This is an optimization exercise on Yosys and OpenROAD, whose aim is small area, a short achievable clock period and few clock cycles per item, not a production implementation.
Function was checked by simulation only, so behaviour that the tests miss may differ from the original.
No run shown here takes its clock network from TritonCTS; it comes from the design's own scripts or RTL.
The clock input has no modelled driver; a real chip could not lean on it and would need a root buffer or a full tree.
Power is estimated from default activity; no workload was simulated.

`config.mk`:
```
export PLATFORM = sky130hd
export DESIGN_NAME = small_set_membership_table
export DESIGN_NICKNAME = small_set_membership_table
export VERILOG_FILES = /design/flow/design.v
export SDC_FILE = /design/flow/constraint.sdc
export NUM_CORES = 4
export LEC_CHECK = 0
export CAP_MARGIN = 20
export CORE_MARGIN = 2
export CORE_UTILIZATION = 40
export CTS_CLUSTER_DIAMETER = 100
export CTS_CLUSTER_SIZE = 24
export SETUP_SLACK_MARGIN = 2.45
export SLEW_MARGIN = 20
```
`constraint.sdc`:
```
create_clock -name core_clock -period 4.0 [get_ports {clk_i}]
set_input_delay 0.8000 -clock core_clock [delete_from_list [all_inputs] [get_ports {clk_i}]]
set_output_delay 0.8000 -clock core_clock [all_outputs]
set_load 0.01 [all_outputs]
```
`design.v`:
```
`default_nettype none
package ssmt_pkg;
  localparam int unsigned OP_W           = 2;
  localparam int unsigned VALUE_W        = 16;
  localparam int unsigned COUNT_W        = 5;
  localparam int unsigned DEF_CAPACITY   = 16;
  localparam int unsigned DEF_ELEM_WIDTH = 16;
  typedef enum logic [OP_W-1:0] {
    OP_INSERT = 2'd0,
    OP_DELETE = 2'd1,
    OP_QUERY  = 2'd2,
    OP_CLEAR  = 2'd3
  } ssmt_op_e;
  typedef struct packed {
    logic ins_en;
    logic del_en;
  } ssmt_ctl_t;
endpackage
`default_nettype wire
`default_nettype none
module ssmt_cell #(
  parameter int unsigned ELEM_WIDTH = ssmt_pkg::DEF_ELEM_WIDTH
) (
  input  wire logic                   clk_i,
  input  wire logic                   we_i,      
  input  wire logic [ELEM_WIDTH-1:0]  wdata_i,   
  input  wire logic [ELEM_WIDTH-1:0]  cmp_i,     
  output logic                        match_o    
);
  logic [ELEM_WIDTH-1:0] entry_q;
  assign match_o = (entry_q == cmp_i);
  always_ff @(posedge clk_i) begin
    if (we_i) begin
      entry_q <= wdata_i;
    end
  end
endmodule
`default_nettype wire
`default_nettype none
module small_set_membership_table #(
  parameter int unsigned CAPACITY   = ssmt_pkg::DEF_CAPACITY,
  parameter int unsigned ELEM_WIDTH = ssmt_pkg::DEF_ELEM_WIDTH
) (
  input  wire logic                          clk_i,
  input  wire logic                          rst_ni,
  input  wire logic                          start_i,
  output logic                               busy_o,
  input  wire logic [ssmt_pkg::OP_W-1:0]     op_i,
  input  wire logic [ssmt_pkg::VALUE_W-1:0]  value_i,
  output logic                               valid_o,
  output logic                               was_member_o,
  output logic [ssmt_pkg::COUNT_W-1:0]       count_o,
  output logic                               empty_res_o,
  output logic                               full_res_o,
  output logic                               rejected_o
);
  localparam int unsigned CNT_W = $clog2(CAPACITY + 1);
  logic                      y_vld_q;
  logic [ssmt_pkg::OP_W-1:0] y_op_q;
  logic [ELEM_WIDTH-1:0]     y_val_q;
  logic [CAPACITY-1:0]       y_raw_q;        
  logic [CAPACITY-1:0]       y_wslot_q;      
  logic                      y_weq_q;        
  logic                      y_same_q;       
  logic                      u_vld_q;
  logic [ssmt_pkg::OP_W-1:0] u_op_q;
  logic [ELEM_WIDTH-1:0]     u_val_q;
  logic [CAPACITY-1:0]       u_match_q, u_match_d;
  logic                      u_pre_q;        
  logic                      u_same_q;       
  logic                      u_post_q;       
  logic                    init_q;
  logic [CAPACITY-1:0]     valid_q, valid_d;
  logic [CNT_W-1:0]        count_q, count_d;
  logic                    full_now;         
  logic [CAPACITY-1:0]     free;             
  logic [CAPACITY-1:0]     raw_match;
  logic                    valid_res_q;
  logic                    was_q, empty_q, full_res_q, rej_q;
  logic [ssmt_pkg::COUNT_W-1:0] cnt_res_q;
  assign busy_o = 1'b0;
  function automatic logic [CAPACITY-1:0] lowest_free(input logic [CAPACITY-1:0] used);
    logic seen;
    seen = 1'b0;
    for (int i = 0; i < CAPACITY; i++) begin
      lowest_free[i] = !used[i] && !seen;
      seen           = seen || !used[i];
    end
  endfunction
  assign free = lowest_free(valid_q);
  for (genvar i = 0; i < CAPACITY; i++) begin : g_cell
    ssmt_cell #(
      .ELEM_WIDTH(ELEM_WIDTH)
    ) u_cell (
      .clk_i  (clk_i),
      .we_i   (free[i]),
      .wdata_i(u_val_q),
      .cmp_i  (ELEM_WIDTH'(value_i)),
      .match_o(raw_match[i])
    );
  end
  always_ff @(posedge clk_i or negedge rst_ni) begin
    if (!rst_ni) begin
      y_vld_q <= 1'b0;
    end else begin
      y_vld_q <= start_i;
    end
  end
  always_ff @(posedge clk_i) begin
    y_op_q    <= op_i;
    y_val_q   <= ELEM_WIDTH'(value_i);
    y_raw_q   <= raw_match;
    y_wslot_q <= free;
    y_weq_q   <= ELEM_WIDTH'(value_i) == u_val_q;
    y_same_q  <= (ELEM_WIDTH'(value_i) == y_val_q) && y_vld_q;
  end
  logic [CAPACITY-1:0] y_match;    
  assign y_match   = (y_wslot_q & {CAPACITY{y_weq_q}}) | (~y_wslot_q & y_raw_q);
  assign u_match_d = (free & {CAPACITY{y_same_q}}) | (~free & y_match);
  always_ff @(posedge clk_i or negedge rst_ni) begin
    if (!rst_ni) begin
      u_vld_q <= 1'b0;
    end else begin
      u_vld_q <= y_vld_q;
    end
  end
  always_ff @(posedge clk_i) begin
    u_op_q    <= y_op_q;
    u_val_q   <= y_val_q;
    u_match_q <= u_match_d;
    u_pre_q   <= |(y_match & valid_q) && !(u_vld_q && (u_op_q == ssmt_pkg::OP_CLEAR));
    u_same_q  <= y_same_q;
  end
  logic [CAPACITY-1:0] hit;
  logic                member;
  logic                is_ins, is_del, is_qry, is_clr;
  logic                rej_d;
  logic                empty_set;
  logic                ins_ok;
  logic                del_ok;
  logic                post_d;
  assign is_ins   = u_vld_q && (u_op_q == ssmt_pkg::OP_INSERT);
  assign is_del   = u_vld_q && (u_op_q == ssmt_pkg::OP_DELETE);
  assign is_qry   = u_vld_q && (u_op_q == ssmt_pkg::OP_QUERY);
  assign is_clr   = u_vld_q && (u_op_q == ssmt_pkg::OP_CLEAR);
  assign empty_set = is_clr || !init_q;
  assign full_now   = count_q[CNT_W-1];
  assign hit      = u_match_q & valid_q;
  assign member   = u_same_q ? u_post_q : u_pre_q;
  assign ins_ok   = is_ins && !full_now && !member;
  assign del_ok   = is_del && member;
  assign rej_d    = is_ins && full_now && !member;
  assign post_d   = (is_ins && !(full_now && !member)) || (is_qry && member);
  logic [CNT_W-1:0]    cnt_inc, cnt_dec;
  logic                empty_d, full_d;
  assign cnt_inc  = count_q + CNT_W'(1);
  assign cnt_dec  = count_q - CNT_W'(1);
  always_comb begin
    valid_d = valid_q;
    count_d = count_q;
    empty_d = count_q == '0;
    full_d  = full_now;
    if (empty_set) begin
      valid_d = '0;
      count_d = '0;
      empty_d = 1'b1;
      full_d  = 1'b0;
    end else if (ins_ok) begin
      valid_d = valid_q | free;
      count_d = cnt_inc;
      empty_d = 1'b0;
      full_d  = count_q == CNT_W'(CAPACITY - 1);
    end else if (del_ok) begin
      valid_d = valid_q & ~hit;
      count_d = cnt_dec;
      empty_d = count_q == CNT_W'(1);
      full_d  = 1'b0;
    end
  end
  always_ff @(posedge clk_i or negedge rst_ni) begin
    if (!rst_ni) begin
      init_q      <= 1'b0;
      valid_res_q <= 1'b0;
    end else begin
      init_q      <= 1'b1;
      valid_res_q <= u_vld_q;
    end
  end
  always_ff @(posedge clk_i) begin
    valid_q <= valid_d;
    count_q <= count_d;
  end
  always_ff @(posedge clk_i) begin
    u_post_q <= post_d;
  end
  always_ff @(posedge clk_i) begin
    was_q      <= member;
    cnt_res_q  <= ssmt_pkg::COUNT_W'(count_d);
    empty_q    <= empty_d;
    full_res_q <= full_d;
    rej_q      <= rej_d;
  end
  assign valid_o      = valid_res_q;
  assign was_member_o = was_q;
  assign count_o      = cnt_res_q;
  assign empty_res_o  = empty_q;
  assign full_res_o   = full_res_q;
  assign rejected_o   = rej_q;
endmodule
`default_nettype wire
```
`flow/run.sh`:
```
#!/bin/bash
# The standard layout, with two changes: plain buf_4 cells as the port
# buffers, and a shallow balanced clock tree (flow/mcts.tcl) in place of
# TritonCTS. Synthesis and every other step are the standard ones.
set -euo pipefail
work=$(pwd)
export BUFFER_PORTS_ARGS="-buffer_cell sky130_fd_sc_hd__buf_4"
export PRE_CTS_TCL="$work/flow/mcts.tcl"
bash standard.sh > "$work/standard_flow.log" 2>&1
```
`flow/mcts.tcl`:
```
# PRE_CTS_TCL hook: replaces TritonCTS with a shallow balanced clock tree.
#
# The clock port drives COLS column buffers; each column buffer drives ROWS
# leaf buffers; each leaf buffer drives an equal share of the clock pins.
# Sinks are split into COLS columns of equal count by x, and each column
# into ROWS groups of equal count by y, so every register sees the same
# two buffers and a similar load. cts.tcl goes on as usual afterwards
# (legalization, timing repair).

rename clock_tree_synthesis __tritoncts_unused

proc clock_tree_synthesis { args } {
  set cols 4
  set rows 5
  set db [ord::get_db]
  set block [ord::get_db_block]
  set bufm [$db findMaster sky130_fd_sc_hd__clkbuf_16]
  set clknet [$block findNet clk_i]

  set sinks {}
  foreach it [$clknet getITerms] {
    if { [$it isInputSignal] } {
      set b [[$it getInst] getBBox]
      lappend sinks [list $it [expr { ([$b xMin] + [$b xMax]) / 2 }] \
        [expr { ([$b yMin] + [$b yMax]) / 2 }]]
    }
  }
  set n [llength $sinks]
  puts "mcts: $n clock sinks, $cols columns of $rows leaves"

  set by_x [lsort -integer -index 1 $sinks]
  set leaf 0
  for { set c 0 } { $c < $cols } { incr c } {
    set lo [expr { $c * $n / $cols }]
    set hi [expr { ($c + 1) * $n / $cols }]
    set col [lsort -integer -index 2 [lrange $by_x $lo [expr { $hi - 1 }]]]
    set m [llength $col]

    set mid [odb::dbInst_create $block $bufm "mcts_col_$c"]
    set midnet [odb::dbNet_create $block "mcts_colnet_$c"]
    $midnet setSigType CLOCK
    [$mid findITerm A] connect $clknet
    [$mid findITerm X] connect $midnet
    set mx 0
    set my 0

    for { set r 0 } { $r < $rows } { incr r } {
      set glo [expr { $r * $m / $rows }]
      set ghi [expr { ($r + 1) * $m / $rows }]
      set grp [lrange $col $glo [expr { $ghi - 1 }]]
      set sx 0
      set sy 0
      foreach s $grp {
        incr sx [lindex $s 1]
        incr sy [lindex $s 2]
      }
      set k [llength $grp]
      set lx [expr { $sx / $k }]
      set ly [expr { $sy / $k }]
      set lb [odb::dbInst_create $block $bufm "mcts_leaf_$leaf"]
      set lnet [odb::dbNet_create $block "mcts_leafnet_$leaf"]
      $lnet setSigType CLOCK
      [$lb findITerm A] connect $midnet
      [$lb findITerm X] connect $lnet
      $lb setLocation $lx $ly
      $lb setPlacementStatus PLACED
      foreach s $grp {
        set it [lindex $s 0]
        $it disconnect
        $it connect $lnet
      }
      incr mx $lx
      incr my $ly
      incr leaf
    }
    $mid setLocation [expr { $mx / $rows }] [expr { $my / $rows }]
    $mid setPlacementStatus PLACED
  }
  set_propagated_clock [all_clocks]
}
```
`standard.sh`:
```
#!/bin/bash
# synth_recipe.tcl (not shown) runs the flow's synth.tcl, then flattens the netlist and writes it again
# the make line also repeats each setting of config.mk as NAME=value (left out here)
make -C /OpenROAD-flow-scripts/flow DESIGN_CONFIG=/design/flow/config.mk WORK_HOME=/design/flow/orfs CLKGATE_MAP_FILE= SYNTH_SCRIPT=/design/flow/synth_recipe.tcl "${@:-finish}"
```
==> impl_summary.txt, run 1 <==
----------------------------------------------------
[Logic synthesis]
  Sequential-to-total area share from yosys stat ... 0.685
  Post-synthesis net count ... 1002
  Post-synthesis cell type with the largest combined area ... edfxtp_1
  Most instantiated flip-flop cell in the synthesis netlist ... edfxtp_1
  Number of synthesized flops with an enable pin ... 256
  Number of library cell types mapped by synthesis ... 54
  Synth warnings ... 2
  Syn_area_per_cell ... 15.1 µm²
  Gate count of the mapped netlist ... 976
  FF+latch count, synth ... 374
  Top cells by area, synth ... edfxtp_1, xnor2_1, dfxtp_1
  Synth top area share ... 0.523
  Post-synthesis instance area ... 0.0147 mm²
  Proportion of register bits with asynchronous set or reset after synthesis ... 0.0107

[Power and ir drop]
  VDD IR-drop max ... 0.000413 V
  Design internal power ... 5440 µW
  Power per cell area ... 375 mW/mm²
  Power share of the clock group ... 0.321
  Switching part of the total ... 0.213
  Switching power summed over all nets ... 1480 µW
  Combinational share of power ... 0.068
  Sequential fraction of design power ... 0.611
  Leakage power figure ... 0.00611 µW
  Overall power consumption ... 6920 µW

[Critical path]
  Type of the setup path with the least slack ... reg -> reg
  Highest cell delay on the worst timing path ... 360 ps
  Crit-path cells ... and4_4 -> buf_6 -> nand3_4 -> buf_12 -> nor3b_4 -> buf_6 -> buf_6 -> buf_16
  Signal arrival time at the worst endpoint ... 1870 ps
  Most frequent cell on the critical path ... buf_6
  Crit-path slowest cell ... dfxtp_4
  Required time at the worst-slack endpoint ... 4040 ps
  Sum of buffers and inverters on the critical path ... 5
  CP endpoint kind ... flop
  Maximum fanout along the worst path ... 5
  Critical Path Source Type ... flop
  Crit-path leading delay family ... buffers and inverters

[Final layout]
  Antenna diodes ... 0
  Layout Area Growth over Synthesis ... 25.5%
  Area of combinational cells with multiple inputs ... 0.00530 mm²
  Final-layout fill cell count ... 2992
  Final core utilization ... 0.507
  Nets ... 1123
  Highest-count cells in the layout ignoring fill and taps ... edfxtp_1, xnor2_1, xnor2_2, dfxtp_1, nand4_1
  Most common library cell in the layout ignoring fill and taps ... edfxtp_1
  Register area ... 0.0101 mm²
  Fraction of layout cells with a size suffix above 1 ... 0.330

[Global routing]
  Gr usage total ... 0.196
  First-pass GRT wire length ... 55000 µm
  Total congestion overflow after global routing ... 0
  Largest net degree at the start of global routing ... 20
  Via count of the first global-routing pass ... 8265
  Initial antenna violation count ... 0

[Timing]
  Least-Margin Pin Slew ... 853 ps
  Number of hold violations in the final report ... 0
  Setup Skew ... 14.7 ps
  Total Negative Setup Slacks ... 0 ps
  Headroom to the max-slew limit ... 0.430
  Final clock period utilization by the worst path ... 0.458
  Min setup slack post-route ... 2170 ps
  Setup repair after global routing missed its margin ... yes
  Minimum period implied by the final worst setup slack ... 1830 ps
  Max Freq ... 546 MHz
  Fin. max-slew vios ... 0
  Count of endpoints failing setup in the final report ... 0

[Drt]
  Total detailed-routing wirelength ... 37900 µm
  Number of nets still failing antenna checks after routing ... 0
  Number of vias in the routed layout ... 8387
  Average wire per cell in the routed design ... 24.2 µm
  Via density per instance ... 5.37
  Drt drc ... 0
  Count of routing violations after the opening detailed-route iteration ... 775
  Detailed-router iteration count before antenna repair ... 5

[Place]
  Final weighted congestion in routability-driven placement ... 0.850
  Pre-CTS WS ... 1610 ps
  Half-perimeter wire length after detailed placement ... 20600 µm
  Port buffer count ... 30

[Floorplan]
  Core region area ... 0.0364 mm²
  I/O pin cnt ... 32
  Area of the die ... 0.0383 mm²
  Die extent in x ... 196 µm
  Initial standard-cell utilization of the core ... 0.404
  Count of standard-cell rows ... 70
  Die height ... 196 µm

[CTS]
  Clock edge transition at the registers on the reported setup and hold paths ... 80 ps
  Latest clock arrival within the worst-skew pair ... 330 ps

[Run]
  Max Cap Violations ... 0

[Run status]
  Result of the run ... no timing/DRC/antenna violations

[Hold path]
  Hold Crit Class ... in -> async

----------------------------------------------------
-- sequential cells by signal (all words and copies together) (netlist names), 2 cells and up --
name,count
count_q,5
g_cell.u_cell.entry_q,256
u_match_q,16
u_op_q,2
u_val_q,16
valid_q,16
y_op_q,2
y_raw_q,16
y_val_q,16
y_wslot_q,16
-- Yosys cell counts (3+ instances only) --
master,number
mux2i_1,3
mux2_2,30
inv_1,5
and4_1,3
xnor2_1,284
dfrtp_1,4
nand4_1,73
buf_4,3
nor3_1,6
dfxtp_1,114
a32o_1,3
a22oi_1,11
nand3_1,19
nor4_1,21
nand2_1,18
edfxtp_1,256
nand2b_1,3
nor3_2,3
clkbuf_1,6
nor2_1,14
ha_1,5
xor2_1,4
a21oi_1,8
buf_2,35
and3_1,5
-- timing repair --
item                                    4_1_cts  5_1_grt
pin swaps                                    17       12
endpoints found under the setup margin      302      210
gates cloned                                 10        2
hold buffers                                  0        0
gates resized for setup                     137       31
buffers inserted                             72       15
-- worst reg2reg max path, stage by stage (launching register included) --
cell and delay [ps]:
dfxtp_4 360, and4_4 260, buf_6 110, nand3_4 80, buf_12 160, nor3b_4 180, buf_6 170, buf_6 120
buf_16 110
-- area by class of cell --
class                      count  area share
sequential                   374       0.550
buffer                        24      0.0325
tap                          468      0.0317
inverter                       6     0.00169
timing repair buffer         139      0.0974
multi-input combinational    552       0.287
-- power by group through the flow --
stage | Sequential, µW | Clock (µW) | Combinational, µW
2_1_floorplan | 4290 | 0 | 348
3_3_place_gp | 4330 | 0 | 425
3_5_place_dp | 4330 | 0 | 428
4_1_cts | 4230 | 2260 | 463
5_1_grt | 4240 | 2380 | 498
6_report | 4230 | 2220 | 468
-- per-layer routing --
layer | GRT usage | vias to the layer above | wire [µm]
li1 | - | 3791 | -
met1 | 0.283 | 4277 | 17200
met2 | 0.328 | 262 | 17800
met3 | 0.0119 | 57 | 1720
met4 | 0.0457 | 0 | 1180
met5 | 0 | - | 0
-- cells by family (layout without fill, tap and decap cells) --
kind of cell    count (synthesis)  count (layout)  synth area share
buf+inv                        51             169            0.0174
xor+xnor                      288             288             0.171
mux                            34              34            0.0265
simple gates                  181             182            0.0743
flops                         374             374             0.685
fa+ha+maj                       5               5           0.00425
compound gates                 41              41            0.0208
other cells                     2               2          0.000511
-- per-stage QoR --
step           instance area, µm²  hold WS, ps  instances
2_1_floorplan               15900          310        976
3_3_place_gp                16100          340       1440
3_5_place_dp                16100          330       1440
4_1_cts                     18100          247       1546
5_1_grt                     18500          249       1563
6_report                    18500          255       1563
-- final timing paths --
check	cells past startpoint	endpoint	start	slack, ps
max	8	g_cell[10].u_cell.entry_q[3]	valid_q[0]	2170
min	1	valid_res_q	rst_ni	250
max reg2reg	8	g_cell[10].u_cell.entry_q[3]	valid_q[0]	2170
min reg2reg	0	u_op_q[1]	y_op_q[1]	340
max in group asynchronous	1	u_vld_q	rst_ni	3640
min in group core_clock	0	u_op_q[1]	y_op_q[1]	340
Testbench counts, summed over its fixed seeds: cycles 32,024, items 32,000.
==> run 2: changes to the inputs <==
--- a/config.mk
+++ b/config.mk
@@ -11,4 +11,4 @@
 export CTS_CLUSTER_DIAMETER = 100
 export CTS_CLUSTER_SIZE = 24
-export SETUP_SLACK_MARGIN = 2.45
+export SETUP_SLACK_MARGIN = 2.15
 export SLEW_MARGIN = 20
==> run 2 against run 1 <==
Effect of this change:
- still clean on timing, DRC and antenna
- critical path depth decreased by 4
- final cell count decreased by 5.0%
- register-to-register slack about the same
- first-iteration DRC count is 8.3% lower
- fmax hardly changed
- power down 1.1%
- largest power group unchanged
==> impl_summary.txt, run 2 <==
----------------------------------------------------
[Timing]
  Fin. max-slew vios ... 0
  Total Negative Setup Slacks ... 0 ps
  Headroom to the max-slew limit ... 0.301
  Minimum period implied by the final worst setup slack ... 1830 ps
  Setup Skew ... 11.3 ps
  Max Freq ... 546 MHz
  Final clock period utilization by the worst path ... 0.458
  Least-Margin Pin Slew ... 1050 ps
  Number of hold violations in the final report ... 0
  Setup repair after global routing missed its margin ... no
  Count of endpoints failing setup in the final report ... 0

[CTS]
  Clock edge transition at the registers on the reported setup and hold paths ... 80 ps
  Latest clock arrival within the worst-skew pair ... 320 ps

[Logic synthesis]
  Gate count of the mapped netlist ... 976
  Synth top area share ... 0.523
  Sequential-to-total area share from yosys stat ... 0.685
  Post-synthesis cell type with the largest combined area ... edfxtp_1
  Post-synthesis instance area ... 0.0147 mm²
  Top cells by count, synth ... xnor2_1, edfxtp_1, dfxtp_1
  Number of synthesized flops with an enable pin ... 256
  Syn_area_per_cell ... 15.1 µm²
  Synth warnings ... 2
  FF+latch count, synth ... 374
  Most instantiated flip-flop cell in the synthesis netlist ... edfxtp_1
  Top cells by area, synth ... edfxtp_1, xnor2_1, dfxtp_1
  Number of library cell types mapped by synthesis ... 54
  Leading cell type by number of instances after synthesis ... xnor2_1
  Proportion of register bits with asynchronous set or reset after synthesis ... 0.0107
  Post-synthesis net count ... 1002

[Drt]
  Detailed-router iteration count before antenna repair ... 7
  Number of nets still failing antenna checks after routing ... 0
  Number of vias in the routed layout ... 8008
  Via density per instance ... 5.39
  Drt drc ... 0
  Total detailed-routing wirelength ... 35700 µm
  Average wire per cell in the routed design ... 24.0 µm
  Count of routing violations after the opening detailed-route iteration ... 711

[Global routing]
  Via count of the first global-routing pass ... 7814
  Largest net degree at the start of global routing ... 20
  Gr usage total ... 0.185
  Initial antenna violation count ... 0
  First-pass GRT wire length ... 52300 µm
  Total congestion overflow after global routing ... 0

[Critical path]
  Maximum fanout along the worst path ... 7
  Sum of buffers and inverters on the critical path ... 0
  CP endpoint kind ... flop
  Setup slack on the worst flop-to-flop path ... 2170 ps
  Worst r2r src ... valid_q[6]
  Crit-path slowest cell ... dfxtp_1
  Crit-path cells ... and4_2 -> nand3_4 -> nor4_2 -> mux2_2
  Worst R2R End ... u_match_q[15]
  Type of the setup path with the least slack ... reg -> reg
  Signal arrival time at the worst endpoint ... 2040 ps
  Critical Path Source Type ... flop
  Number of cells traversed by the worst register-to-register path ... 4
  Crit-path leading delay family ... simple AND/OR/NAND/NOR gates
  Required time at the worst-slack endpoint ... 4210 ps
  Highest cell delay on the worst timing path ... 420 ps

[Final layout]
  Register with the highest flop count ... g_cell.u_cell.entry_q
  Highest-count cells in the layout ignoring fill and taps ... xnor2_1, edfxtp_1, dfxtp_1, nand4_1, buf_4
  Number of flip-flops in the largest register ... 256
  Antenna diodes ... 0
  Nets ... 1045
  Most common library cell in the layout ignoring fill and taps ... xnor2_1
  Layout Area Growth over Synthesis ... 11.8%
  Layout Cell Area excl Fill ... 0.0165 mm²
  Fraction of layout cells with a size suffix above 1 ... 0.152

[Floorplan]
  Area of the die ... 0.0383 mm²
  Core region area ... 0.0364 mm²
  Initial standard-cell utilization of the core ... 0.404
  Die extent in x ... 196 µm
  Count of standard-cell rows ... 70
  I/O pin cnt ... 32
  Die height ... 196 µm

[Power and ir drop]
  VDD IR-drop max ... 0.000306 V
  Leakage power figure ... 0.00504 µW
  Power per cell area ... 416 mW/mm²

[Hold path]
  Hold Crit Class ... in -> async

[Place]
  Post-placement cell area ... 0.0155 mm²
  Final weighted congestion in routability-driven placement ... 0.864
  Port buffer count ... 30
  Half-perimeter wire length after detailed placement ... 20600 µm

[Run]
  Max Cap Violations ... 0

[Run status]
  Result of the run ... no timing/DRC/antenna violations

----------------------------------------------------
==> run 2: cell counts after synthesis <==
Identical to the previous run, type by type.
==> run 2: through the flow <==
step	utilization	cells	setup slack [ps]	total power [µW]	hold WS, ps
final	0.452	1485	2170	6840	254
after global routing	0.452	1485	2140	7010	249
after CTS	0.450	1484	2100	6880	249
after detailed placement	0.426	1444	1660	4710	314
after global placement	0.426	1444	1700	4710	317
after floorplan	-	976	2030	4540	310
==> run 2: timing repair <==
item                       4_1_cts  5_1_grt
gates resized for setup         11       11
hold buffers                     0        0
buffers inserted                16        1
pin swaps                       10        3
hold endpoints to repair         0        0
setup endpoints to repair      251      119
==> run 2: cell families (layout without fill, tap and decap cells) <==
group,after synthesis,count (layout),synth area share
adders and majority gates,5,5,0.00425
DFF,374,374,0.685
AOI/OAI and AO/OA,41,41,0.0208
xor gates and xnor gates,288,288,0.171
buffers and inverters,51,92,0.0174
muxes,34,34,0.0265
other,2,2,0.000511
and+or+nand+nor,181,181,0.0743
==> run 2: cell type report <==
| type | instances | area (µm²) |
|---|---|---|
| buffer | 24 | 601 |
| multi-input combinational | 551 | 4520 |
| tap | 468 | 586 |
| timing repair buffer | 62 | 636 |
| inverter | 6 | 25.0 |
| sequential | 374 | 10100 |
| fill | 3271 | 20000 |
==> run 2: worst max-delay path by stage <==
stage               slack (ps)       endpoint  startpoint  cells after the start
CTS                       2100   u_match_q[1]  valid_q[0]                      3
detailed placement        1660  u_match_q[12]  valid_q[2]                      4
global route              2140     count_q[4]  count_q[0]                      6
floorplan                 2030  u_match_q[10]  valid_q[0]                      6
finish                    2170  u_match_q[15]  valid_q[6]                      4
global placement          1700  u_match_q[10]  valid_q[2]                      4
==> run 2: metal layers <==
| metal | wire [µm] | GRT usage |
|---|---|---|
| met5 | 0 | 0 |
| met4 | 812 | 0.0345 |
| met3 | 1320 | 0.00860 |
| met2 | 16700 | 0.304 |
| met1 | 16900 | 0.275 |
==> run 2: where the power goes <==
group	internal (µW)	total (µW)	switching, µW
combinational	155	400	244
clock	1070	2220	1140
sequential	4170	4220	59.7
==> run 3: changes to the inputs <==
--- a/design.v
+++ b/design.v
@@ -94,5 +94,5 @@
     ) u_cell (
       .clk_i  (clk_i),
-      .we_i   (free[i]),
+      .we_i   (!valid_q[i]),
       .wdata_i(u_val_q),
       .cmp_i  (ELEM_WIDTH'(value_i)),
@@ -111,5 +111,5 @@
     y_val_q   <= ELEM_WIDTH'(value_i);
     y_raw_q   <= raw_match;
-    y_wslot_q <= free;
+    y_wslot_q <= ~valid_q;
     y_weq_q   <= ELEM_WIDTH'(value_i) == u_val_q;
     y_same_q  <= (ELEM_WIDTH'(value_i) == y_val_q) && y_vld_q;
@@ -117,5 +117,5 @@
   logic [CAPACITY-1:0] y_match;    
   assign y_match   = (y_wslot_q & {CAPACITY{y_weq_q}}) | (~y_wslot_q & y_raw_q);
-  assign u_match_d = (free & {CAPACITY{y_same_q}}) | (~free & y_match);
+  assign u_match_d = (~valid_q & {CAPACITY{y_same_q}}) | (valid_q & y_match);
   always_ff @(posedge clk_i or negedge rst_ni) begin
     if (!rst_ni) begin
==> run 3 against run 2 <==
Effect of this change:
- critical endpoint is now y_raw_q[10]
- final area shrank 3.0%
- largest power group unchanged
- via count shrank 6.7%
- routed wire length shrank 9.2%
- synthesized cell count grew 0.41%
- critical path depth is the same
- highest routed layer unchanged
- final cell count shrank 1.0%
- setup slack gained 41 ps
==> impl_summary.txt, run 3 <==
----------------------------------------------------
[Logic synthesis]
  Sequential-to-total area share from yosys stat ... 0.695
  Leading cell type by number of instances after synthesis ... xnor2_1
  Top cells by count, synth ... xnor2_1, edfxtp_1, dfxtp_1
  Post-synthesis net count ... 1006
  Proportion of register bits with asynchronous set or reset after synthesis ... 0.0107
  Top cells by area, synth ... edfxtp_1, xnor2_1, dfxtp_1
  Syn_area_per_cell ... 14.8 µm²
  Number of synthesized flops with an enable pin ... 256
  Synth top area share ... 0.530
  Post-synthesis cell type with the largest combined area ... edfxtp_1
  Post-synthesis instance area ... 0.0145 mm²
  FF+latch count, synth ... 374
  Most instantiated flip-flop cell in the synthesis netlist ... edfxtp_1
  Number of library cell types mapped by synthesis ... 43
  Gate count of the mapped netlist ... 980
  Synth warnings ... 2

[Floorplan]
  Count of standard-cell rows ... 69
  Die height ... 194 µm
  Core region area ... 0.0357 mm²
  Initial standard-cell utilization of the core ... 0.407
  Area of the die ... 0.0378 mm²
  I/O pin cnt ... 32
  Die extent in x ... 194 µm

[Timing]
  Number of hold violations in the final report ... 0
  Final clock period utilization by the worst path ... 0.448
  Setup Skew ... 16.4 ps
  Count of endpoints failing setup in the final report ... 0
  Minimum period implied by the final worst setup slack ... 1790 ps
  Least-Margin Pin Slew ... 896 ps
  Fin. max-slew vios ... 0
  Headroom to the max-slew limit ... 0.402
  Setup repair after global routing missed its margin ... yes
  Worst hold-check slack ... 250 ps
  Max Freq ... 558 MHz
  Total Negative Setup Slacks ... 0 ps

[Critical path]
  Sum of buffers and inverters on the critical path ... 1
  Worst R2R End ... valid_q[15]
  Crit-path slowest cell ... nor4_2
  Startpoint of the worst setup timing path ... value_i[5]
  Worst r2r src ... count_q[4]
  Number of cells traversed by the worst register-to-register path ... 4
  CP endpoint kind ... flop
  Type of the setup path with the least slack ... in -> reg
  Critical Path Source Type ... input port
  Highest cell delay on the worst timing path ... 430 ps
  Signal arrival time at the worst endpoint ... 1990 ps
  Total stage count of the critical path ... 4
  Crit-path leading delay family ... simple AND/OR/NAND/NOR gates
  Crit-path cells ... buf_4 -> xnor2_1 -> nand4_1 -> nor4_2
  Critical Path End ... y_raw_q[10]
  Required time at the worst-slack endpoint ... 4200 ps
  Setup slack on the worst flop-to-flop path ... 2240 ps
  Maximum fanout along the worst path ... 19

[Power and ir drop]
  VDD IR-drop max ... 0.000281 V
  Combinational share of power ... 0.070
  Power share of the clock group ... 0.312
  Design internal power ... 5590 µW
  Power per cell area ... 445 mW/mm²
  Switching part of the total ... 0.211
  Sequential fraction of design power ... 0.618
  Overall power consumption ... 7090 µW
  Leakage power figure ... 0.00531 µW
  Switching power summed over all nets ... 1500 µW

[Final layout]
  Final-layout fill cell count ... 3122
  Fraction of layout cells with a size suffix above 1 ... 0.102
  Register with the highest flop count ... g_cell.u_cell.entry_q
  Antenna diodes ... 0
  Final Non-Filler Cells ... 1470
  Number of flip-flops in the largest register ... 256
  Layout Area Growth over Synthesis ... 10.1%
  Highest-count cells in the layout ignoring fill and taps ... xnor2_1, edfxtp_1, dfxtp_1, nand4_1, buf_4
  Nets ... 1037
  Most common library cell in the layout ignoring fill and taps ... xnor2_1

[Drt]
  Count of routing violations after the opening detailed-route iteration ... 466
  Drt drc ... 0
  Uppermost metal layer occupied by signal nets ... met4
  Number of vias in the routed layout ... 7469
  Total detailed-routing wirelength ... 32400 µm
  Number of nets still failing antenna checks after routing ... 0
  Detailed-router iteration count before antenna repair ... 7
  Routed met3 length ... 753 µm
  Via density per instance ... 5.08
  Wire length on met1 ... 14500 µm
  Met2 WL post-DR ... 15900 µm
  Average wire per cell in the routed design ... 22.0 µm

[Global routing]
  First-pass GRT wire length ... 48300 µm
  Gr usage total ... 0.169
  Largest net degree at the start of global routing ... 21
  Via count of the first global-routing pass ... 7390
  Total congestion overflow after global routing ... 0
  Initial antenna violation count ... 0

[Place]
  Cell total after placement ... 1439
  Half-perimeter wire length after detailed placement ... 19900 µm
  Final weighted congestion in routability-driven placement ... 0.787
  Port buffer count ... 30

[Run]
  Max Cap Violations ... 0

[CTS]
  # hold bufs at CTS ... 0
  Clock edge transition at the registers on the reported setup and hold paths ... 80 ps
  Latest clock arrival within the worst-skew pair ... 320 ps

[Run status]
  Result of the run ... no timing/DRC/antenna violations

[Hold path]
  Hold Crit Class ... in -> async

----------------------------------------------------
[run 3: how the worst min path moves through the flow]
stage                         start           to  slack [ps]  depth (start not counted)
after floorplan           y_op_q[0]    u_op_q[0]         310                          0
after global placement    y_op_q[1]    u_op_q[1]         310                          0
after detailed placement  y_op_q[0]    u_op_q[0]         310                          0
after CTS                    rst_ni       init_q         240                          1
after global routing         rst_ni  valid_res_q         250                          1
final                        rst_ni  valid_res_q         250                          1
[run 3: per-stage QoR]
step,setup WS (ps),area (µm²),util
global placement,1740,15200,0.425
finish,2210,16000,0.448
CTS,2060,15800,0.443
detailed placement,1670,15200,0.425
global route,2090,16000,0.448
floorplan,2150,14500,-
[run 3: final cells by class]
type / count / area, µm² / area share
Sequential cell: 374 / 10100 / 0.631
Multi-Input combinational cell: 543 / 4210 / 0.264
Buffer: 24 / 601 / 0.0376
Tap cell: 461 / 577 / 0.0361
Timing Repair Buffer: 44 / 349 / 0.0219
Inverter: 21 / 131 / 0.00823
Timing Repair inverter: 3 / 15.0 / 0.000941
[run 3: metal layers]
layer	track usage	vias up
met4	0.0456	0
met2	0.293	131
met3	0.00573	46
li1	-	3543
met5	0	-
met1	0.235	3749
[run 3: logic make-up (layout without fill, tap and decap cells)]
| group | after synthesis | in the layout | synth area share |
|---|---|---|---|
| other cells | 2 | 2 | 0.000518 |
| flops | 374 | 374 | 0.695 |
| buf+inv | 63 | 92 | 0.0197 |
| mux | 21 | 21 | 0.0146 |
| xor+xnor | 288 | 288 | 0.174 |
| simple gates | 162 | 162 | 0.0641 |
| compound gates | 65 | 65 | 0.0281 |
| fa+ha+maj | 5 | 5 | 0.00432 |
[run 3: power by group through the flow]
| stage | sequential, µW | combinational, µW | clock [µW] |
|---|---|---|---|
| 4_1_cts | 4390 | 499 | 2260 |
| 5_1_grt | 4410 | 537 | 2370 |
| 3_5_place_dp | 4480 | 493 | 0 |
| 3_3_place_gp | 4470 | 492 | 0 |
| 2_1_floorplan | 4460 | 352 | 0 |
| 6_report | 4390 | 495 | 2210 |
[run 3: what timing repair did]
action | 4_1_cts | 5_1_grt
setup buffers | 0 | 4
gates resized for setup | 9 | 24
setup endpoints to repair | 6 | 12
gates cloned | 0 | 3
Testbench counts of run 3, summed over its fixed seeds: cycles 32,024, items 32,000.
==> run 4: changes to the inputs <==
--- a/config.mk
+++ b/config.mk
@@ -9,6 +9,4 @@
 export CORE_MARGIN = 2
 export CORE_UTILIZATION = 40
-export CTS_CLUSTER_DIAMETER = 100
-export CTS_CLUSTER_SIZE = 24
-export SETUP_SLACK_MARGIN = 2.15
+export SETUP_SLACK_MARGIN = 2.25
 export SLEW_MARGIN = 20
==> run 4 against run 3 <==
Effect of this change:
- synthesized cell count unchanged
- still clean
- die area unchanged
- first-iteration DRC count up 3.0%
- critical endpoint is now y_same_q
- largest power group unchanged
- setup slack better by 65 ps
- core utilization up 0.78 points
- register-to-register slack better by 30 ps
- flip-flop and latch count unchanged
==> impl_summary.txt, run 4 <==
----------------------------------------------------
[Global routing]
  Total congestion overflow after global routing ... 0
  Largest net degree at the start of global routing ... 21
  First-pass GRT wire length ... 49400 µm
  Initial antenna violation count ... 0
  Via count of the first global-routing pass ... 7645
  Gr usage total ... 0.174

[Power and ir drop]
  Switching part of the total ... 0.213
  Combinational share of power ... 0.072
  Overall power consumption ... 7130 µW
  Design internal power ... 5610 µW
  Switching power summed over all nets ... 1520 µW
  Sequential fraction of design power ... 0.616
  Power share of the clock group ... 0.312
  Leakage power figure ... 0.00541 µW
  Power per cell area ... 439 mW/mm²
  VDD IR-drop max ... 0.000189 V

[Critical path]
  CP endpoint kind ... flop
  Required time at the worst-slack endpoint ... 4220 ps
  Most frequent cell on the critical path ... nor4_2
  Crit-path slowest cell ... nor4_2
  Critical Path Source Type ... input port
  Maximum fanout along the worst path ... 4
  Highest cell delay on the worst timing path ... 380 ps
  Crit-path cells ... buf_16 -> xor2_2 -> nor4_2 -> nand4_1 -> nor4_2
  Signal arrival time at the worst endpoint ... 1940 ps
  Type of the setup path with the least slack ... in -> reg

[Final layout]
  Number of flip-flops in the largest register ... 256
  Most common library cell in the layout ignoring fill and taps ... xnor2_1
  Antenna diodes ... 0
  Final-layout fill cell count ... 3131
  Area of combinational cells with multiple inputs ... 0.00429 mm²
  Nets ... 1053
  Layout Area Growth over Synthesis ... 12.0%
  Highest-count cells in the layout ignoring fill and taps ... xnor2_1, edfxtp_1, dfxtp_1, nand4_1, buf_4
  Fraction of layout cells with a size suffix above 1 ... 0.131
  Layout Cell Area excl Fill ... 0.0162 mm²
  Register with the highest flop count ... g_cell.u_cell.entry_q
  Register area ... 0.0101 mm²

[Logic synthesis]
  Top cells by area, synth ... edfxtp_1, xnor2_1, dfxtp_1
  Gate count of the mapped netlist ... 980
  Syn_area_per_cell ... 14.8 µm²
  Number of synthesized flops with an enable pin ... 256
  Number of library cell types mapped by synthesis ... 43
  Most instantiated flip-flop cell in the synthesis netlist ... edfxtp_1
  Post-synthesis net count ... 1006
  Synth warnings ... 2
  Proportion of register bits with asynchronous set or reset after synthesis ... 0.0107
  Synth top area share ... 0.530
  FF+latch count, synth ... 374
  Top cells by count, synth ... xnor2_1, edfxtp_1, dfxtp_1
  Leading cell type by number of instances after synthesis ... xnor2_1
  Post-synthesis instance area ... 0.0145 mm²
  Sequential-to-total area share from yosys stat ... 0.695
  Post-synthesis cell type with the largest combined area ... edfxtp_1

[Floorplan]
  Core region area ... 0.0357 mm²
  Die height ... 194 µm
  Count of standard-cell rows ... 69
  Die extent in x ... 194 µm
  Area of the die ... 0.0378 mm²
  I/O pin cnt ... 32
  Initial standard-cell utilization of the core ... 0.407

[Place]
  Port buffer count ... 30
  Final weighted congestion in routability-driven placement ... 0.767
  Half-perimeter wire length after detailed placement ... 20400 µm
  Post-placement cell area ... 0.0152 mm²

[Timing]
  Minimum period implied by the final worst setup slack ... 1730 ps
  Headroom to the max-slew limit ... 0.377
  Setup repair after global routing missed its margin ... yes
  Total Negative Setup Slacks ... 0 ps
  Count of endpoints failing setup in the final report ... 0
  Max Freq ... 579 MHz
  Least-Margin Pin Slew ... 933 ps
  Setup Skew ... 12.4 ps
  Fin. max-slew vios ... 0
  Number of hold violations in the final report ... 0
  Final clock period utilization by the worst path ... 0.432

[Drt]
  Detailed-router iteration count before antenna repair ... 5
  Count of routing violations after the opening detailed-route iteration ... 480
  Average wire per cell in the routed design ... 22.4 µm
  Number of vias in the routed layout ... 7583
  Number of nets still failing antenna checks after routing ... 0
  Drt drc ... 0
  Via density per instance ... 5.10
  Total detailed-routing wirelength ... 33400 µm

[CTS]
  Latest clock arrival within the worst-skew pair ... 330 ps
  Clock edge transition at the registers on the reported setup and hold paths ... 80 ps
  # hold bufs at CTS ... 0

[Hold path]
  Hold Crit Class ... in -> async

[Run status]
  Result of the run ... no timing/DRC/antenna violations

[Run]
  Max Cap Violations ... 0

----------------------------------------------------
-- run 4: cell counts after synthesis --
No cell type changed its count.
-- run 4: layer usage --
metal	track usage	wire length, µm
met1	0.230	14500
met2	0.308	16700
met3	0.00763	925
met4	0.0567	1230
met5	0	0
-- run 4: per-stage QoR --
stage | setup slack [ps] | util | instances | hold slack (ps)
5_1_grt | 2190 | 0.455 | 1486 | 254
6_report | 2270 | 0.455 | 1486 | 256
2_1_floorplan | 2250 | - | 980 | 310
3_3_place_gp | 1750 | 0.425 | 1439 | 311
3_5_place_dp | 1710 | 0.425 | 1439 | 313
4_1_cts | 2080 | 0.450 | 1477 | 249
-- run 4: power groups by stage --
| stage | sequential (µW) | clock (µW) | combinational (µW) |
|---|---|---|---|
| after detailed placement | 4480 | 0 | 491 |
| after floorplan | 4460 | 0 | 362 |
| after global routing | 4410 | 2400 | 555 |
| after CTS | 4390 | 2270 | 518 |
| after global placement | 4480 | 0 | 490 |
| final | 4390 | 2230 | 515 |
-- run 4: kinds of logic after synthesis --
family,share of synthesized area
AO/OA/AOI/OAI,0.0281
XOR/XNOR,0.174
adder cells (fa/ha/maj),0.00432
buffers and inverters,0.0197
flip-flops,0.695
multiplexers,0.0146
other,0.000518
AND/OR/NAND/NOR,0.0641
-- run 4: critical path: cells and delay by family --
family | cells | cell delay, ps
AND/OR/NAND/NOR | 3 | 880
XOR/XNOR | 1 | 150
buffers and inverters | 1 | 120
-- run 4: area by class of cell --
type / count / area share
plain buffers: 24 / 0.0370
inverters: 21 / 0.00825
multi-input cells: 543 / 0.264
flip-flops and latches: 374 / 0.621
well taps: 461 / 0.0355
repair buffers: 60 / 0.0335
repair inverters: 3 / 0.000925
-- run 4: timing repair --
item	in CTS	in global routing
buffers inserted	12	8
pin swaps	6	3
gates resized for setup	41	27
setup endpoints to repair	23	28
gates cloned	2	1
-- run 4: path summary, 6_finish.rpt --
| kind | cells past startpoint | start | slack [ps] | end |
|---|---|---|---|---|
| max in group asynchronous | 1 | rst_ni | 3640 | u_vld_q |
| min | 1 | rst_ni | 260 | u_vld_q |
| max reg2reg | 1 | valid_q[7] | 2270 | g_cell[7].u_cell.entry_q[1] |
| max | 5 | value_i[14] | 2270 | y_same_q |
| min in group core_clock | 0 | y_op_q[1] | 320 | u_op_q[1] |
| min reg2reg | 0 | y_op_q[1] | 320 | u_op_q[1] |
==> run 5: changes to the inputs <==
--- a/config.mk
+++ b/config.mk
@@ -9,4 +9,4 @@
 export CORE_MARGIN = 2
 export CORE_UTILIZATION = 40
-export SETUP_SLACK_MARGIN = 2.25
+export SETUP_SLACK_MARGIN = 2.45
 export SLEW_MARGIN = 20
==> run 5 against run 4 <==
Effect of this change:
- combinational power is 27% higher
- clock skew is 4.0 ps higher
- final area is 7.9% higher
- flip-flop and latch count stayed put
- worst hold slack worse by 1.4 ps
- power is 1.9% higher
- first-iteration DRC count is 14% higher
- via count is 4.1% higher
- global-route usage is 1.1 points higher
==> impl_summary.txt, run 5 <==
----------------------------------------------------
[Logic synthesis]
  Post-synthesis cell type with the largest combined area ... edfxtp_1
  Number of synthesized flops with an enable pin ... 256
  Synth warnings ... 2
  Gate count of the mapped netlist ... 980
  Most instantiated flip-flop cell in the synthesis netlist ... edfxtp_1
  Top cells by area, synth ... edfxtp_1, xnor2_1, dfxtp_1
  Syn_area_per_cell ... 14.8 µm²
  Post-synthesis net count ... 1006
  Synth top area share ... 0.530
  Sequential-to-total area share from yosys stat ... 0.695
  FF+latch count, synth ... 374
  Leading cell type by number of instances after synthesis ... xnor2_1
  Post-synthesis instance area ... 0.0145 mm²
  Proportion of register bits with asynchronous set or reset after synthesis ... 0.0107
  Number of library cell types mapped by synthesis ... 43
  Top cells by count, synth ... xnor2_1, edfxtp_1, dfxtp_1

[Final layout]
  Most common library cell in the layout ignoring fill and taps ... edfxtp_1
  Antenna diodes ... 0
  Layout Cell Area excl Fill ... 0.0175 mm²
  Final core utilization ... 0.491
  Highest-count cells in the layout ignoring fill and taps ... edfxtp_1, xnor2_1, dfxtp_1, nand4_1, xnor2_2
  Number of flip-flops in the largest register ... 256
  Layout Area Growth over Synthesis ... 20.8%
  Fraction of layout cells with a size suffix above 1 ... 0.248
  Nets ... 1090
  Final-layout fill cell count ... 2978
  Register with the highest flop count ... g_cell.u_cell.entry_q

[Floorplan]
  Initial standard-cell utilization of the core ... 0.407
  Die extent in x ... 194 µm
  Area of the die ... 0.0378 mm²
  Core region area ... 0.0357 mm²
  Count of standard-cell rows ... 69
  I/O pin cnt ... 32
  Die height ... 194 µm

[Drt]
  Routed met3 length ... 1000 µm
  Total detailed-routing wirelength ... 35300 µm
  Number of vias in the routed layout ... 7897
  Met2 WL post-DR ... 17200 µm
  Drt drc ... 0
  Number of nets still failing antenna checks after routing ... 0
  Average wire per cell in the routed design ... 23.1 µm
  Wire length on met1 ... 15800 µm
  Uppermost metal layer occupied by signal nets ... met4
  Count of routing violations after the opening detailed-route iteration ... 549
  Via density per instance ... 5.19
  Detailed-router iteration count before antenna repair ... 4

[Global routing]
  Initial antenna violation count ... 0
  First-pass GRT wire length ... 52300 µm
  Largest net degree at the start of global routing ... 20
  Gr usage total ... 0.185
  Via count of the first global-routing pass ... 8059
  Total congestion overflow after global routing ... 0

[Timing]
  Setup repair after global routing missed its margin ... yes
  Headroom to the max-slew limit ... 0.441
  Final clock period utilization by the worst path ... 0.415
  Count of endpoints failing setup in the final report ... 0
  Total Negative Setup Slacks ... 0 ps
  Minimum period implied by the final worst setup slack ... 1660 ps
  Min setup slack post-route ... 2340 ps
  Least-Margin Pin Slew ... 838 ps
  Max Freq ... 603 MHz
  Fin. max-slew vios ... 0
  Number of hold violations in the final report ... 0
  Setup Skew ... 16.3 ps

[Run status]
  Result of the run ... no timing/DRC/antenna violations

[Run]
  Max Cap Violations ... 0

[Critical path]
  CP endpoint kind ... flop
  Type of the setup path with the least slack ... reg -> reg
  Required time at the worst-slack endpoint ... 4200 ps
  Signal arrival time at the worst endpoint ... 1850 ps
  Maximum fanout along the worst path ... 4
  Critical Path Source Type ... flop

[Power and ir drop]
  Power share of the clock group ... 0.307
  Switching part of the total ... 0.216
  Combinational share of power ... 0.090
  Leakage power figure ... 0.00614 µW
  VDD IR-drop max ... 0.000187 V
  Sequential fraction of design power ... 0.603
  Switching power summed over all nets ... 1570 µW
  Power per cell area ... 415 mW/mm²
  Design internal power ... 5700 µW

[CTS]
  Clock edge transition at the registers on the reported setup and hold paths ... 80 ps
  Latest clock arrival within the worst-skew pair ... 330 ps

[Place]
  Post-placement cell area ... 0.0156 mm²
  Final weighted congestion in routability-driven placement ... 0.761
  Half-perimeter wire length after detailed placement ... 20400 µm
  Port buffer count ... 30
  Pre-CTS WS ... 1580 ps

[Hold path]
  Hold Crit Class ... in -> async

----------------------------------------------------
[run 5: cell counts after synthesis]
No cell type changed its count.
[run 5: per-layer routing]
metal,vias up,track usage
met5,-,0
met3,55,0.00885
met4,0,0.0547
met2,134,0.318
met1,4039,0.255
li1,3669,-
[run 5: metrics by stage]
| step | instances | hold WS, ps | power (µW) |
|---|---|---|---|
| finish | 1523 | 255 | 7270 |
| detailed placement | 1445 | 316 | 5040 |
| global route | 1523 | 247 | 7480 |
| global placement | 1445 | 312 | 5030 |
| CTS | 1514 | 248 | 7260 |
| floorplan | 980 | 310 | 4910 |
[run 5: cell type report]
| class | instances | area (µm²) | area share |
|---|---|---|---|
| repair inverters | 3 | 15.0 | 0.000857 |
| plain buffers | 24 | 601 | 0.0343 |
| repair buffers | 97 | 1140 | 0.0649 |
| multi-input cells | 543 | 4940 | 0.282 |
| well taps | 461 | 577 | 0.0329 |
| inverters | 21 | 138 | 0.00786 |
| flip-flops and latches | 374 | 10100 | 0.577 |
[run 5: cells by family (layout without fill, tap and decap cells)]
kind of cell	after synthesis	count (layout)	share of synthesized area
compound gates	65	65	0.0281
xor+xnor	288	288	0.174
fa+ha+maj	5	5	0.00432
buf+inv	63	145	0.0197
flops	374	374	0.695
mux	21	21	0.0146
other cells	2	2	0.000518
simple gates	162	162	0.0641
[run 5: power by group through the flow]
stage | registers, µW | clock network, µW | logic [µW]
after floorplan | 4470 | 0 | 443
after global placement | 4470 | 0 | 561
after detailed placement | 4470 | 0 | 563
after CTS | 4380 | 2270 | 614
after global routing | 4410 | 2380 | 700
final | 4380 | 2230 | 656
[run 5: final timing paths]
kind,cells after the start,slack [ps],endpoint,start
hold reg to reg,0,330,u_op_q[0],y_op_q[0]
setup reg to reg,5,2340,count_q[0],u_op_q[1]
max in group asynchronous,1,3650,u_vld_q,rst_ni
setup / recovery,5,2340,count_q[0],u_op_q[1]
hold / removal,1,250,valid_res_q,rst_ni
min in group core_clock,0,330,u_op_q[0],y_op_q[0]
[run 5: what timing repair did]
action                                 CTS  global route
setup endpoints to repair               52            50
endpoints found under the hold margin    0             0
cloned                                   3             1
resized for setup                      106            72
pin swaps                               22            30
setup buffers                           42             8
hold buffers                             0             0
[run 5: critical path: stages (launching register included)]
cell and delay [ps]:
dfxtp_4 350, or4b_4 600, or2_4 300, buf_4 140, a21oi_2 100, nor3_1 50
==> run 6: changes to the inputs <==
--- a/config.mk
+++ b/config.mk
@@ -9,4 +9,4 @@
 export CORE_MARGIN = 2
 export CORE_UTILIZATION = 40
-export SETUP_SLACK_MARGIN = 2.45
+export SETUP_SLACK_MARGIN = 2.6
 export SLEW_MARGIN = 20
==> run 6 against run 5 <==
Effect of this change:
- still clean on timing, DRC and antenna
- flip-flop and latch count stayed put
- fmax is 3.8% lower
- die area stayed put
- first-iteration DRC count is 31% higher
- clock skew is 1.4 ps higher
- combinational power is about 20% higher
- largest power group unchanged
- highest routed layer unchanged
==> impl_summary.txt, run 6 <==
----------------------------------------------------
[Run status]
  Result of the run ... no timing/DRC/antenna violations

[Global routing]
  Total congestion overflow after global routing ... 0
  Initial antenna violation count ... 0
  First-pass GRT wire length ... 54200 µm
  Largest net degree at the start of global routing ... 20
  Via count of the first global-routing pass ... 8192
  Gr usage total ... 0.193

[Drt]
  Count of routing violations after the opening detailed-route iteration ... 717
  Drt drc ... 0
  Total detailed-routing wirelength ... 38200 µm
  Via density per instance ... 5.27
  Detailed-router iteration count before antenna repair ... 5
  Average wire per cell in the routed design ... 24.3 µm
  Number of vias in the routed layout ... 8279
  Number of nets still failing antenna checks after routing ... 0

[Final layout]
  Register with the highest flop count ... g_cell.u_cell.entry_q
  Nets ... 1136
  Fraction of layout cells with a size suffix above 1 ... 0.347
  Layout Area Growth over Synthesis ... 29.2%
  Number of flip-flops in the largest register ... 256
  Highest-count cells in the layout ignoring fill and taps ... edfxtp_1, xnor2_1, xnor2_2, dfxtp_1, nand4_1
  Most common library cell in the layout ignoring fill and taps ... edfxtp_1

[Power and ir drop]
  Leakage power figure ... 0.00680 µW
  VDD IR-drop max ... 0.000214 V
  Power per cell area ... 397 mW/mm²
  Overall power consumption ... 7440 µW

[Logic synthesis]
  Top cells by area, synth ... edfxtp_1, xnor2_1, dfxtp_1
  Top cells by count, synth ... xnor2_1, edfxtp_1, dfxtp_1
  Number of synthesized flops with an enable pin ... 256
  Synth warnings ... 2
  Number of library cell types mapped by synthesis ... 43
  Sequential-to-total area share from yosys stat ... 0.695
  Gate count of the mapped netlist ... 980
  Synth top area share ... 0.530
  FF+latch count, synth ... 374
  Post-synthesis net count ... 1006
  Syn_area_per_cell ... 14.8 µm²
  Leading cell type by number of instances after synthesis ... xnor2_1
  Proportion of register bits with asynchronous set or reset after synthesis ... 0.0107
  Post-synthesis cell type with the largest combined area ... edfxtp_1
  Post-synthesis instance area ... 0.0145 mm²
  Most instantiated flip-flop cell in the synthesis netlist ... edfxtp_1

[Critical path]
  Number of cells traversed by the worst register-to-register path ... 6
  CP endpoint kind ... primary output
  Critical Path Source Type ... flop
  Required time at the worst-slack endpoint ... 3200 ps
  Maximum fanout along the worst path ... 2
  Type of the setup path with the least slack ... reg -> out
  Signal arrival time at the worst endpoint ... 920 ps

[Floorplan]
  Core region area ... 0.0357 mm²
  Area of the die ... 0.0378 mm²
  Die extent in x ... 194 µm
  I/O pin cnt ... 32
  Die height ... 194 µm
  Count of standard-cell rows ... 69
  Initial standard-cell utilization of the core ... 0.407

[Place]
  Pre-CTS WS ... 1710 ps
  Half-perimeter wire length after detailed placement ... 20100 µm
  Final weighted congestion in routability-driven placement ... 0.757
  Port buffer count ... 30

[CTS]
  Latest clock arrival within the worst-skew pair ... 330 ps
  Clock edge transition at the registers on the reported setup and hold paths ... 80 ps

[Timing]
  Max Freq ... 580 MHz
  Headroom to the max-slew limit ... 0.452
  Min setup slack post-route ... 2280 ps
  Minimum period implied by the final worst setup slack ... 1720 ps
  Setup Skew ... 17.8 ps
  Fin. max-slew vios ... 0
  Total Negative Setup Slacks ... 0 ps
  Count of endpoints failing setup in the final report ... 0
  Setup repair after global routing missed its margin ... yes
  Least-Margin Pin Slew ... 821 ps
  Number of hold violations in the final report ... 0
  Final clock period utilization by the worst path ... 0.431

[Hold path]
  Hold Crit Class ... in -> async

[Run]
  Max Cap Violations ... 0

----------------------------------------------------
## run 6: cell counts after synthesis
Identical to the previous run, type by type.
## run 6: cell type report
cell class                 count  area (µm²)
timing repair buffer         143        1810
inverter                      21         138
antenna                        1        2.50
timing repair inverter         3        22.5
sequential                   374       10100
fill                        2835       16900
buffer                        24         601
multi-input combinational    543        5480
tap                          461         577
## run 6: power breakdown
group,internal (µW),switching (µW)
combinational,434,350
sequential,4290,120
clock,1070,1170
total,5800,1640
## run 6: cells by family after synthesis
| family | synth area share |
|---|---|
| AO/OA/AOI/OAI | 0.0281 |
| other | 0.000518 |
| AND/OR/NAND/NOR | 0.0641 |
| adder cells (fa/ha/maj) | 0.00432 |
| XOR/XNOR | 0.174 |
| buffers and inverters | 0.0197 |
| multiplexers | 0.0146 |
| flip-flops | 0.695 |
## run 6: per-layer routing
layer / track usage / wire length, µm / up-vias / share of wire
met1: 0.269 / 16500 / 4212 / 0.43
li1: - / - / 3783 / -
met4: 0.0590 / 1300 / 0 / 0.034
met3: 0.0167 / 1750 / 62 / 0.046
met2: 0.325 / 18600 / 222 / 0.49
met5: 0 / 0 / - / 0
## run 6: timing repair
action / 4_1_cts / 5_1_grt
gates resized for setup: 204 / 95
setup buffers: 60 / 35
hold buffers: 0 / 0
cloned: 6 / 2
setup endpoints to repair: 97 / 171
pin swaps: 68 / 79
## run 6: stage by stage
stage	area, µm²	hold WS (ps)	utilization	instances
after floorplan	15300	310	-	980
after global placement	15600	312	0.438	1442
after CTS	17900	251	0.501	1532
after global routing	18700	256	0.525	1569
final	18700	256	0.525	1570
after detailed placement	15600	315	0.438	1442
## run 6: worst max-delay path: stages (launching register included)
cell	delay, ps
dfxtp_4	350
buf_4	140
buf_6	110
## run 6: worst paths after layout
check | from | end | slack (ps)
worst max-delay path | count_q[4] | count_o[4] | 2280
worst min-delay path | rst_ni | init_q | 260
worst max register to register | count_q[4] | valid_q[5] | 2310
worst min register to register | y_op_q[0] | u_op_q[0] | 330
max in group asynchronous | rst_ni | u_vld_q | 3650
min in group core_clock | y_op_q[0] | u_op_q[0] | 330
==> run 7: changes to the inputs <==
--- a/config.mk
+++ b/config.mk
@@ -9,4 +9,4 @@
 export CORE_MARGIN = 2
 export CORE_UTILIZATION = 40
-export SETUP_SLACK_MARGIN = 2.6
+export SETUP_SLACK_MARGIN = 2.3
 export SLEW_MARGIN = 20
==> run 7 against run 6 <==
Effect of this change:
- clock power barely moved
- clock skew rose by 0.68 ps
- final area fell by 11%
- setup slack got worse by 16 ps
- largest cell class unchanged
==> impl_summary.txt, run 7 <==
----------------------------------------------------
[Run status]
  Result of the run ... no timing/DRC/antenna violations

[Floorplan]
  Core region area ... 0.0357 mm²
  I/O pin cnt ... 32
  Die height ... 194 µm
  Area of the die ... 0.0378 mm²
  Count of standard-cell rows ... 69
  Initial standard-cell utilization of the core ... 0.407
  Die extent in x ... 194 µm

[Logic synthesis]
  Most instantiated flip-flop cell in the synthesis netlist ... edfxtp_1
  Top cells by count, synth ... xnor2_1, edfxtp_1, dfxtp_1
  Syn_area_per_cell ... 14.8 µm²
  Post-synthesis instance area ... 0.0145 mm²
  Leading cell type by number of instances after synthesis ... xnor2_1
  Gate count of the mapped netlist ... 980
  Synth warnings ... 2
  Number of library cell types mapped by synthesis ... 43
  FF+latch count, synth ... 374
  Top cells by area, synth ... edfxtp_1, xnor2_1, dfxtp_1
  Sequential-to-total area share from yosys stat ... 0.695
  Synth top area share ... 0.530
  Post-synthesis cell type with the largest combined area ... edfxtp_1
  Post-synthesis net count ... 1006
  Number of synthesized flops with an enable pin ... 256
  Proportion of register bits with asynchronous set or reset after synthesis ... 0.0107

[Critical path]
  Maximum fanout along the worst path ... 4
  Worst r2r src ... count_q[4]
  Worst R2R End ... count_q[3]
  Crit-path slowest cell ... dfxtp_4
  Critical Path End ... count_o[4]
  Type of the setup path with the least slack ... reg -> out
  Setup slack on the worst flop-to-flop path ... 2300 ps
  Crit-path cells ... buf_4 -> buf_4
  CP endpoint kind ... primary output
  Number of cells traversed by the worst register-to-register path ... 4
  Required time at the worst-slack endpoint ... 3200 ps
  Most frequent cell on the critical path ... buf_4
  Highest cell delay on the worst timing path ... 360 ps
  Signal arrival time at the worst endpoint ... 940 ps
  Startpoint of the worst setup timing path ... count_q[4]
  Critical Path Source Type ... flop

[Timing]
  Minimum period implied by the final worst setup slack ... 1740 ps
  Setup repair after global routing missed its margin ... yes
  Min setup slack post-route ... 2260 ps
  Max Freq ... 575 MHz
  Setup Skew ... 18.5 ps
  Headroom to the max-slew limit ... 0.463
  Least-Margin Pin Slew ... 805 ps
  Count of endpoints failing setup in the final report ... 0
  Total Negative Setup Slacks ... 0 ps
  Final clock period utilization by the worst path ... 0.435
  Fin. max-slew vios ... 0
  Number of hold violations in the final report ... 0

[Place]
  Port buffer count ... 30
  Half-perimeter wire length after detailed placement ... 19800 µm
  Final weighted congestion in routability-driven placement ... 0.760
  Pre-CTS WS ... 1730 ps

[Drt]
  Drt drc ... 0
  Number of nets still failing antenna checks after routing ... 0
  Via density per instance ... 5.05
  Count of routing violations after the opening detailed-route iteration ... 549
  Average wire per cell in the routed design ... 21.6 µm
  Total detailed-routing wirelength ... 33100 µm
  Number of vias in the routed layout ... 7730
  Detailed-router iteration count before antenna repair ... 7

[Run]
  Max Cap Violations ... 0

[Power and ir drop]
  Sequential fraction of design power ... 0.616
  Power per cell area ... 429 mW/mm²
  Switching power summed over all nets ... 1500 µW
  Power share of the clock group ... 0.309
  VDD IR-drop max ... 0.000304 V
  Overall power consumption ... 7130 µW
  Combinational share of power ... 0.075
  Switching part of the total ... 0.210
  Design internal power ... 5630 µW
  Leakage power figure ... 0.00563 µW

[Global routing]
  Total congestion overflow after global routing ... 0
  Largest net degree at the start of global routing ... 21
  Gr usage total ... 0.170
  Initial antenna violation count ... 0
  Via count of the first global-routing pass ... 7436
  First-pass GRT wire length ... 48500 µm

[Final layout]
  Most common library cell in the layout ignoring fill and taps ... xnor2_1
  Number of flip-flops in the largest register ... 256
  Register with the highest flop count ... g_cell.u_cell.entry_q
  Nets ... 1096
  Fraction of layout cells with a size suffix above 1 ... 0.173
  Highest-count cells in the layout ignoring fill and taps ... xnor2_1, edfxtp_1, dfxtp_1, buf_4, nand4_1
  Layout Area Growth over Synthesis ... 14.6%

[CTS]
  # hold bufs at CTS ... 0
  Latest clock arrival within the worst-skew pair ... 330 ps
  Clock edge transition at the registers on the reported setup and hold paths ... 80 ps

[Hold path]
  Hold Crit Class ... in -> async

----------------------------------------------------
[run 7: cell counts after synthesis]
No cell type changed its count.
[run 7: per-layer routing]
metal	wire, µm	vias up	global-route usage
li1	-	3658	-
met1	14600	3899	0.234
met2	16600	132	0.297
met4	991	0	0.0436
met3	903	41	0.00625
met5	0	-	0
[run 7: layout make-up]
type | instances | area (µm²)
buffer | 24 | 601
sequential | 374 | 10100
antenna | 1 | 2.50
tap | 461 | 577
inverter | 21 | 138
fill | 3115 | 19000
multi-input combinational | 543 | 4260
timing repair buffer | 103 | 921
timing repair inverter | 3 | 15.0
[run 7: worst min-delay path by stage]
stage	to	slack, ps	cells after the start
after floorplan	u_op_q[0]	310	0
after global placement	u_op_q[1]	310	0
after detailed placement	u_op_q[0]	320	0
after CTS	valid_res_q	250	1
after global routing	u_vld_q	250	1
final	init_q	250	1
[run 7: power groups by stage]
stage | Sequential [µW] | Clock (µW) | Combinational [µW]
finish | 4390 | 2210 | 533
global route | 4410 | 2370 | 579
CTS | 4390 | 2250 | 496
detailed placement | 4480 | 0 | 486
global placement | 4480 | 0 | 483
floorplan | 4460 | 0 | 366
[run 7: through the flow]
step                hold WS [ps]  instance area, µm²  instances   util
floorplan                    310               14600        980      -
global placement             312               15200       1438  0.425
detailed placement           318               15200       1438  0.425
CTS                          251               16000       1470  0.447
global route                 252               16600       1529  0.466
finish                       254               16600       1530  0.466
[run 7: logic make-up after synthesis]
group	count (synthesis)	share of synthesized area
AND/OR/NAND/NOR	162	0.0641
other	2	0.000518
adder cells (fa/ha/maj)	5	0.00432
flip-flops	374	0.695
XOR/XNOR	288	0.174
multiplexers	21	0.0146
AO/OA/AOI/OAI	65	0.0281
buffers and inverters	63	0.0197
[run 7: worst max-delay path, delay by kind of cell, from the launching register on]
| family | cells | cell delay [ps] |
|---|---|---|
| buffers and inverters | 2 | 260 |
| flip-flops | 1 | 360 |
[run 7: what timing repair did]
action,CTS,global route
setup endpoints to repair,18,37
buffers inserted,5,58
cloned,3,1
pin swaps,2,10
gates resized for setup,39,41

## static timing again, ports no longer ideal
The flow's constraints put no driver on any port. The routed layouts listed below were extracted and timed again, unchanged, in two steps.
Step 1 sets driving cells, clkbuf_16 on the clock port and buf_2 on the other inputs (assumed; they add their load-dependent delay and slew).
Step 2 also shifts input and output timing later by t, the mid clock arrival at the registers, as if the neighbouring blocks saw the same clock.
Slacks: no drivers / after step 1 / after step 2; pairs: no drivers / after step 1.
run	t, ns	setup slack, ns	worst hold slack (ns)	worst setup path after step 2	cell pins on the clock port's net
run 1	0.403	2.169 / 2.169 / 2.078	0.255 / 0.200 / 0.338	input to register	4
run 2	0.404	2.167 / 2.156 / 1.961	0.254 / 0.203 / 0.335	input to register	4
run 3	0.406	2.208 / 2.182 / 1.836	0.250 / 0.195 / 0.331	input to register	4
run 4	0.408	2.272 / 2.232 / 1.877	0.256 / 0.194 / 0.321	input to register	4
run 5	0.418	2.342 / 2.289 / 1.974	0.255 / 0.185 / 0.333	input to register	4
run 6	0.412	2.277 / 2.186 / 2.027	0.256 / 0.191 / 0.332	input to register	4
run 7	0.409	2.260 / 2.170 / 1.894	0.254 / 0.191 / 0.332	input to register	4
After both steps setup and hold are still met in every run listed. For run 4, which loses most, drivers alone change the setup slack by -0.040 ns; drivers and shift together by -0.395 ns.
